What follows belongs to an exercise in optimizing a design on an open flow for small area, a short achievable clock period and few clock cycles per item; a production flow would make more cautious choices. Only simulation tests tie the RTL to the original design; equivalence was not proved. No activity file was given, so power comes from the tool's default toggle rates.

==> flow/design.v <==
package roqt_pkg;
	localparam int ID_W           = 5;
	localparam int IN_COORD_W     = 16;
	localparam int IN_SIZE_W      = 15;
	localparam int MAX_RECTS_DEF  = 32;
	localparam int COORD_BITS_DEF = 16;
	localparam logic [1:0] REQ_REGISTER = 2'd0;
	localparam logic [1:0] REQ_UPDATE   = 2'd1;
	localparam logic [1:0] REQ_QUERY    = 2'd2;
	localparam logic [1:0] ST_OK    = 2'd0;
	localparam logic [1:0] ST_FULL  = 2'd1;
	localparam logic [1:0] ST_UNREG = 2'd2;
endpackage
import roqt_pkg::*;
module rect_overlap_query_table #(
	parameter int MAX_RECTS  = roqt_pkg::MAX_RECTS_DEF,
	parameter int COORD_BITS = roqt_pkg::COORD_BITS_DEF
) (
	input  logic               clk,
	input  logic               arst_n,
	input  logic               req_valid,
	output logic               req_ready,
	input  logic [1:0]         req_type,
	input  logic [4:0]         req_entry_id,
	input  logic signed [15:0] req_pos_x,
	input  logic signed [15:0] req_pos_y,
	input  logic [14:0]        req_width,
	input  logic [14:0]        req_height,
	input  logic               req_active,
	output logic               resp_valid,
	input  logic               resp_ready,
	output logic [1:0]         resp_kind,
	output logic [4:0]         resp_result_id,
	output logic               resp_hit_valid,
	output logic [1:0]         resp_status,
	output logic               resp_last
);
	localparam int N = 32;
	logic [N-1:0][15:0] e_x, e_y;    
	logic [N-1:0][16:0] e_r, e_t;    
	logic [N-1:0]       e_act;       
	logic [N-1:0] used_q;            
	logic [5:0]   count_q;
	logic         a_vld;
	logic [1:0]   a_type;
	logic [4:0]   a_id;
	logic [N-1:0] a_sel;
	logic [15:0]  a_x, a_y;
	logic [16:0]  a_r, a_t;
	logic         a_act;
	logic accept;
	assign accept = req_valid && req_ready;
	function automatic logic [16:0] add16(input logic [15:0] a, input logic [15:0] b);
		logic [15:0] g, p, gg, pp, c;
		g  = a & b;
		p  = a ^ b;
		gg = g;
		pp = p;
		for (int w = 1; w < 16; w = w * 2) begin
			for (int i = 15; i >= w; i--) begin
				gg[i] = gg[i] | (pp[i] & gg[i - w]);
				pp[i] = pp[i] & pp[i - w];
			end
		end
		c = {gg[14:0], 1'b0};
		add16 = {gg[15], p ^ c};
	endfunction
	always_ff @(posedge clk or negedge arst_n) begin
		if (!arst_n) a_vld <= 1'b0;
		else         a_vld <= accept && (req_type != 2'd3);
	end
	always_ff @(posedge clk) begin
		a_type <= req_type;
		a_id   <= req_entry_id;
		a_sel  <= N'(1) << req_entry_id;
		a_x    <= {~req_pos_x[15], req_pos_x[14:0]};
		a_y    <= {~req_pos_y[15], req_pos_y[14:0]};
		a_r    <= add16({~req_pos_x[15], req_pos_x[14:0]}, {1'b0, req_width});
		a_t    <= add16({~req_pos_y[15], req_pos_y[14:0]}, {1'b0, req_height});
		a_act  <= req_active;
	end
	logic a_reg, a_upd, a_qry, a_full, a_idok, a_inc;
	logic [N-1:0] a_we, used_n, cnt_sel_n, we_n;
	logic [1:0]   a_stat;
	logic [4:0]   a_rid;
	assign a_reg     = (a_type == REQ_REGISTER);
	assign a_upd     = (a_type == REQ_UPDATE);
	assign a_qry     = (a_type == REQ_QUERY);
	assign a_full    = used_q[N-1];
	assign a_idok    = |(a_sel & used_q);
	assign a_inc     = a_vld && a_reg && !a_full;
	assign used_n    = a_inc ? {used_q[N-2:0], 1'b1} : used_q;
	assign cnt_sel_n = ~used_n & {used_n[N-2:0], 1'b1};
	assign we_n      = ({N{accept && (req_type == REQ_REGISTER)}} & cnt_sel_n) |
		({N{accept && (req_type == REQ_UPDATE)}} & (N'(1) << req_entry_id) & used_n);
	always_ff @(posedge clk or negedge arst_n) begin
		if (!arst_n) a_we <= '0;
		else         a_we <= we_n;
	end
	assign a_stat    = a_reg ? (a_full ? ST_FULL : ST_OK) : (a_idok ? ST_OK : ST_UNREG);
	assign a_rid     = a_reg ? (a_full ? 5'd0 : count_q[4:0]) : (a_idok ? a_id : 5'd0);
	always_ff @(posedge clk or negedge arst_n) begin
		if (!arst_n) begin
			count_q <= '0;
			used_q  <= '0;
		end else if (a_inc) begin
			count_q <= count_q + 6'd1;
			used_q  <= {used_q[N-2:0], 1'b1};
		end
	end
	genvar gi;
	generate
		for (gi = 0; gi < N; gi++) begin : g_ent
			always_ff @(posedge clk) begin
				if (a_we[gi]) begin
					e_x[gi]   <= a_x;
					e_y[gi]   <= a_y;
					e_r[gi]   <= a_r;
					e_t[gi]   <= a_t;
					e_act[gi] <= a_act;
				end
			end
		end
	endgenerate
	logic [15:0]  s_x, s_y;
	logic [16:0]  s_r, s_t;
	always_comb begin
		s_x = '0; s_y = '0; s_r = '0; s_t = '0;
		for (int i = 0; i < N; i++) begin
			s_x = s_x | ({16{a_sel[i]}} & e_x[i]);
			s_y = s_y | ({16{a_sel[i]}} & e_y[i]);
			s_r = s_r | ({17{a_sel[i]}} & e_r[i]);
			s_t = s_t | ({17{a_sel[i]}} & e_t[i]);
		end
	end
	logic         b_vld;
	logic [1:0]   b_kind, b_stat;
	logic [4:0]   b_id;
	logic [4:0]   b_q;
	logic         b_qok;
	logic [15:0]  b_x, b_y, b_nx, b_ny;    
	logic [16:0]  b_r, b_t, b_nr, b_nt;
	always_ff @(posedge clk or negedge arst_n) begin
		if (!arst_n) b_vld <= 1'b0;
		else         b_vld <= a_vld;
	end
	always_ff @(posedge clk) begin
		b_kind <= a_type;
		b_stat <= a_stat;
		b_id   <= a_rid;
		b_q    <= a_id;
		b_qok  <= a_qry && a_idok;
		b_x    <= s_x;
		b_y    <= s_y;
		b_r    <= s_r;
		b_t    <= s_t;
		b_nx   <= ~s_x;
		b_ny   <= ~s_y;
		b_nr   <= ~s_r;
		b_nt   <= ~s_t;
	end
	function automatic logic le17(input logic [16:0] a, input logic [16:0] an,
			input logic [16:0] b, input logic [16:0] bn);
		logic [31:0] g, l;
		g = '0;
		l = '0;
		g[16:0] = a & bn;
		l[16:0] = an & b;
		for (int w = 1; w < 32; w = w * 2) begin
			for (int i = 0; i < 32; i = i + 2 * w) begin
				g[i] = g[i + w] | (~l[i + w] & g[i]);
				l[i] = l[i + w] | (~g[i + w] & l[i]);
			end
		end
		le17 = ~g[0];
	endfunction
	logic [N-1:0] b_c0, b_c1, b_c2, b_c3;
	always_comb begin
		for (int i = 0; i < N; i++) begin
			b_c0[i] = used_q[i] && e_act[i] && (b_q != 5'(i)) &&
				le17({1'b0, b_x}, {1'b1, b_nx}, e_r[i], ~e_r[i]);
			b_c1[i] = le17({1'b0, e_x[i]}, {1'b1, ~e_x[i]}, b_r, b_nr);
			b_c2[i] = le17({1'b0, b_y}, {1'b1, b_ny}, e_t[i], ~e_t[i]);
			b_c3[i] = le17({1'b0, e_y[i]}, {1'b1, ~e_y[i]}, b_t, b_nt);
		end
	end
	logic         c_vld;
	logic [1:0]   c_kind, c_stat;
	logic [4:0]   c_id;
	logic         c_qok;
	logic [N-1:0] c_c0, c_c1, c_c2, c_c3, c_hit;
	always_ff @(posedge clk or negedge arst_n) begin
		if (!arst_n) c_vld <= 1'b0;
		else         c_vld <= b_vld;
	end
	always_ff @(posedge clk) begin
		c_kind <= b_kind;
		c_stat <= b_stat;
		c_id   <= b_id;
		c_qok  <= b_qok;
		c_c0   <= b_c0;
		c_c1   <= b_c1;
		c_c2   <= b_c2;
		c_c3   <= b_c3;
	end
	assign c_hit = c_c0 & c_c1 & c_c2 & c_c3;
	localparam int RW = 2 + 2 + 5 + 1 + N;
	logic [RW-1:0] push_data;
	logic          push;
	assign push      = c_vld;
	assign push_data = {c_kind, c_stat, c_id, c_qok, c_hit};
	logic [3:0][RW-1:0] f_data;
	logic [1:0] f_wr, f_rd;
	logic [2:0] f_cnt;
	logic          cur_vld;
	logic [1:0]    cur_kind, cur_stat;
	logic [4:0]    cur_id;
	logic          cur_qok;
	logic [N-1:0]  cur_h;
	logic          out_vld;
	logic [1:0]    out_kind, out_stat;
	logic [4:0]    out_id;
	logic          out_hit, out_last;
	logic free, emit, take_req, avail, take;
	logic [RW-1:0] head;
	logic [N-1:0]  h_rest, h_below;
	logic          h_any, h_two;
	logic          it_hit, it_last;
	logic [4:0]    it_id, h_low;
	always_comb begin
		logic [N-1:0] p;
		p = cur_h;
		for (int w = 1; w < N; w = w * 2) begin
			for (int i = N - 1; i >= w; i--) p[i] = p[i] | p[i - w];
		end
		h_below = ~{p[N-2:0], 1'b0};
	end
	assign h_rest = cur_h & ~h_below;
	always_comb begin
		logic [N-1:0] lowbit;
		lowbit = cur_h & h_below;
		for (int k = 0; k < 5; k++) begin
			h_low[k] = 1'b0;
			for (int i = 0; i < N; i++) begin
				if (((i >> k) & 1) == 1) h_low[k] = h_low[k] | lowbit[i];
			end
		end
	end
	always_comb begin
		logic [N-1:0] an, tw;
		an = cur_h;
		tw = '0;
		for (int w = 1; w < N; w = w * 2) begin
			for (int i = 0; i < N; i = i + 2 * w) begin
				tw[i] = tw[i] | tw[i + w] | (an[i] & an[i + w]);
				an[i] = an[i] | an[i + w];
			end
		end
		h_any = an[0];
		h_two = tw[0];
	end
	assign it_hit  = cur_qok && h_any;
	assign it_id   = cur_qok ? h_low : cur_id;
	assign it_last = !cur_qok || !h_two;
	assign free     = !out_vld || resp_ready;
	assign emit     = cur_vld && free;
	assign take_req = !cur_vld || (emit && it_last);
	assign avail    = (f_cnt != 3'd0) || push;
	assign take     = take_req && avail;
	assign head     = (f_cnt != 3'd0) ? f_data[f_rd] : push_data;
	genvar gf;
	generate
		for (gf = 0; gf < 4; gf++) begin : g_fifo
			always_ff @(posedge clk) begin
				if (push && (f_wr == 2'(gf))) f_data[gf] <= push_data;
			end
		end
	endgenerate
	always_ff @(posedge clk or negedge arst_n) begin
		if (!arst_n) begin
			f_wr    <= 2'd0;
			f_rd    <= 2'd0;
			f_cnt   <= 3'd0;
			cur_vld <= 1'b0;
			out_vld <= 1'b0;
		end else begin
			if (push) f_wr <= f_wr + 2'd1;
			if (take) f_rd <= f_rd + 2'd1;
			f_cnt <= f_cnt + {2'b00, push} - {2'b00, take};
			if (take_req) cur_vld <= avail;
			if (emit) out_vld <= 1'b1;
			else if (resp_ready) out_vld <= 1'b0;
		end
	end
	always_ff @(posedge clk) begin
		if (take) begin
			{cur_kind, cur_stat, cur_id, cur_qok, cur_h} <= head;
		end else if (emit) begin
			cur_h <= h_rest;
		end
		if (emit) begin
			out_kind <= cur_kind;
			out_stat <= cur_stat;
			out_id   <= it_id;
			out_hit  <= it_hit;
			out_last <= it_last;
		end
	end
	logic       arrive, depart;
	logic [2:0] occ_q;
	logic       rdy_q;
	assign arrive = accept && (req_type != 2'd3);
	assign depart = emit && it_last;
	always_ff @(posedge clk or negedge arst_n) begin
		if (!arst_n) begin
			occ_q <= 3'd0;
			rdy_q <= 1'b1;
		end else begin
			occ_q <= occ_q + {2'b00, arrive} - {2'b00, depart};
			rdy_q <= (occ_q <= 3'd3) || ((occ_q == 3'd4) && (!arrive || depart)) ||
				((occ_q == 3'd5) && depart);
		end
	end
	assign req_ready      = rdy_q;
	assign resp_valid     = out_vld;
	assign resp_kind      = out_kind;
	assign resp_result_id = out_id;
	assign resp_hit_valid = out_hit;
	assign resp_status    = out_stat;
	assign resp_last      = out_last;
endmodule
==> flow/config.mk <==
export PLATFORM = sky130hd
export DESIGN_NAME = rect_overlap_query_table
export DESIGN_NICKNAME = rect_overlap_query_table
export VERILOG_FILES = /design/flow/design.v
export SDC_FILE = /design/flow/constraint.sdc
export NUM_CORES = 4
export LEC_CHECK = 0
export CAP_MARGIN = 20
export CELL_PAD_IN_SITES_DETAIL_PLACEMENT = 1
export CELL_PAD_IN_SITES_GLOBAL_PLACEMENT = 1
export CORE_MARGIN = 2
export CORE_UTILIZATION = 30
export CTS_CLUSTER_DIAMETER = 70
export CTS_CLUSTER_SIZE = 30
export PLACE_DENSITY = 0.6
export SETUP_SLACK_MARGIN = 5.0
export SLEW_MARGIN = 20
==> flow/constraint.sdc <==
create_clock -name core_clock -period 8.5 [get_ports {clk}]
set_input_delay 1.7000 -clock core_clock [delete_from_list [all_inputs] [get_ports {clk}]]
set_output_delay 1.7000 -clock core_clock [all_outputs]
set_load 0.01 [all_outputs]
run.sh (not shown) runs the stock make flow with config.mk's settings and CLKGATE_MAP_FILE= SYNTH_SCRIPT=/design/flow/synth_recipe.tcl, a recipe that flattens the netlist after the stock synthesis.
The first run ran to the end with no violations.
Testbench counts at the start, summed over its fixed seeds: cycles 7,107, items 4,800.
Change:
--- a/flow/design.v
+++ b/flow/design.v
@@ -138,8 +138,8 @@
 	logic [4:0]   b_id;
 	logic [4:0]   b_q;
 	logic         b_qok;
-	logic [15:0]  b_x, b_y, b_nx, b_ny;    
-	logic [16:0]  b_r, b_t, b_nr, b_nt;
+	logic [15:0]  b_x, b_y;
+	logic [16:0]  b_r, b_t;
 	always_ff @(posedge clk or negedge arst_n) begin
 		if (!arst_n) b_vld <= 1'b0;
 		else         b_vld <= a_vld;
@@ -154,18 +154,13 @@
 		b_y    <= s_y;
 		b_r    <= s_r;
 		b_t    <= s_t;
-		b_nx   <= ~s_x;
-		b_ny   <= ~s_y;
-		b_nr   <= ~s_r;
-		b_nt   <= ~s_t;
 	end
-	function automatic logic le17(input logic [16:0] a, input logic [16:0] an,
-			input logic [16:0] b, input logic [16:0] bn);
+	function automatic logic le17(input logic [16:0] a, input logic [16:0] b);
 		logic [31:0] g, l;
 		g = '0;
 		l = '0;
-		g[16:0] = a & bn;
-		l[16:0] = an & b;
+		g[16:0] = a & ~b;
+		l[16:0] = ~a & b;
 		for (int w = 1; w < 32; w = w * 2) begin
 			for (int i = 0; i < 32; i = i + 2 * w) begin
 				g[i] = g[i + w] | (~l[i + w] & g[i]);
@@ -174,21 +169,19 @@
 		end
 		le17 = ~g[0];
 	endfunction
-	logic [N-1:0] b_c0, b_c1, b_c2, b_c3;
+	logic [N-1:0] b_hit;
 	always_comb begin
 		for (int i = 0; i < N; i++) begin
-			b_c0[i] = used_q[i] && e_act[i] && (b_q != 5'(i)) &&
-				le17({1'b0, b_x}, {1'b1, b_nx}, e_r[i], ~e_r[i]);
-			b_c1[i] = le17({1'b0, e_x[i]}, {1'b1, ~e_x[i]}, b_r, b_nr);
-			b_c2[i] = le17({1'b0, b_y}, {1'b1, b_ny}, e_t[i], ~e_t[i]);
-			b_c3[i] = le17({1'b0, e_y[i]}, {1'b1, ~e_y[i]}, b_t, b_nt);
+			b_hit[i] = used_q[i] && e_act[i] && (b_q != 5'(i)) &&
+				le17({1'b0, b_x}, e_r[i]) && le17({1'b0, e_x[i]}, b_r) &&
+				le17({1'b0, b_y}, e_t[i]) && le17({1'b0, e_y[i]}, b_t);
 		end
 	end
 	logic         c_vld;
 	logic [1:0]   c_kind, c_stat;
 	logic [4:0]   c_id;
 	logic         c_qok;
-	logic [N-1:0] c_c0, c_c1, c_c2, c_c3, c_hit;
+	logic [N-1:0] c_hit;
 	always_ff @(posedge clk or negedge arst_n) begin
 		if (!arst_n) c_vld <= 1'b0;
 		else         c_vld <= b_vld;
@@ -198,12 +191,8 @@
 		c_stat <= b_stat;
 		c_id   <= b_id;
 		c_qok  <= b_qok;
-		c_c0   <= b_c0;
-		c_c1   <= b_c1;
-		c_c2   <= b_c2;
-		c_c3   <= b_c3;
+		c_hit  <= b_hit;
 	end
-	assign c_hit = c_c0 & c_c1 & c_c2 & c_c3;
 	localparam int RW = 2 + 2 + 5 + 1 + N;
 	logic [RW-1:0] push_data;
 	logic          push;
The changed run passed the timing, design-rule and antenna checks.
Final area fell by 2.1%.
Wire length fell by 1.6%.
Non-clock buffer count climbs by 138.
First-iteration DRC count went down by 1.7%.
Critical path depth came out higher by 3.
Power shrinks by 0.40%.
Sequential power fell by about 7%.
Synthesized area came out lower by 5.3%.
Global-route usage increases by 1.4 points.
Clock skew increases by 0.025 ns.
Worst setup slack improved by 0.051 ns.
Count of clock-buffer cells in the layout is higher by 23.
Synthesized cell count went down by 11%.
Register-to-register slack improved by 0.05 ns.
Testbench counts after the change, summed over its fixed seeds: cycles 7,107, items 4,800.

afterwards: timing with drivers on the ports:
In the flow no input, the clock included, has a driving cell. The finished layouts below were timed again as built, in two steps. Step 1: set_driving_cell puts a clkbuf_16 on clk and a buf_2 on each other input, an assumption about the parent block. Step 2 also shifts input and output timing later by t, the mid clock arrival at the registers, as if the neighbouring blocks saw the same clock. Slacks: ideal / step 1 / step 2; pairs: ideal / step 1.
| run | t (ns) | setup WS [ns] | latest minus earliest clock arrival (ns) | cell pins on the clock port's net |
|---|---|---|---|---|
| the first run | 1.104 | 4.797 / 4.797 / 4.072 | 0.078 / 0.078 | 1 |
| the second run | 1.073 | 4.848 / 4.848 / 4.152 | 0.098 / 0.098 | 1 |
After both steps setup and hold are still met in every run listed. The setup slack of the first run, which loses most, moves by 0.000 ns with the drivers and by -0.725 ns with both steps.
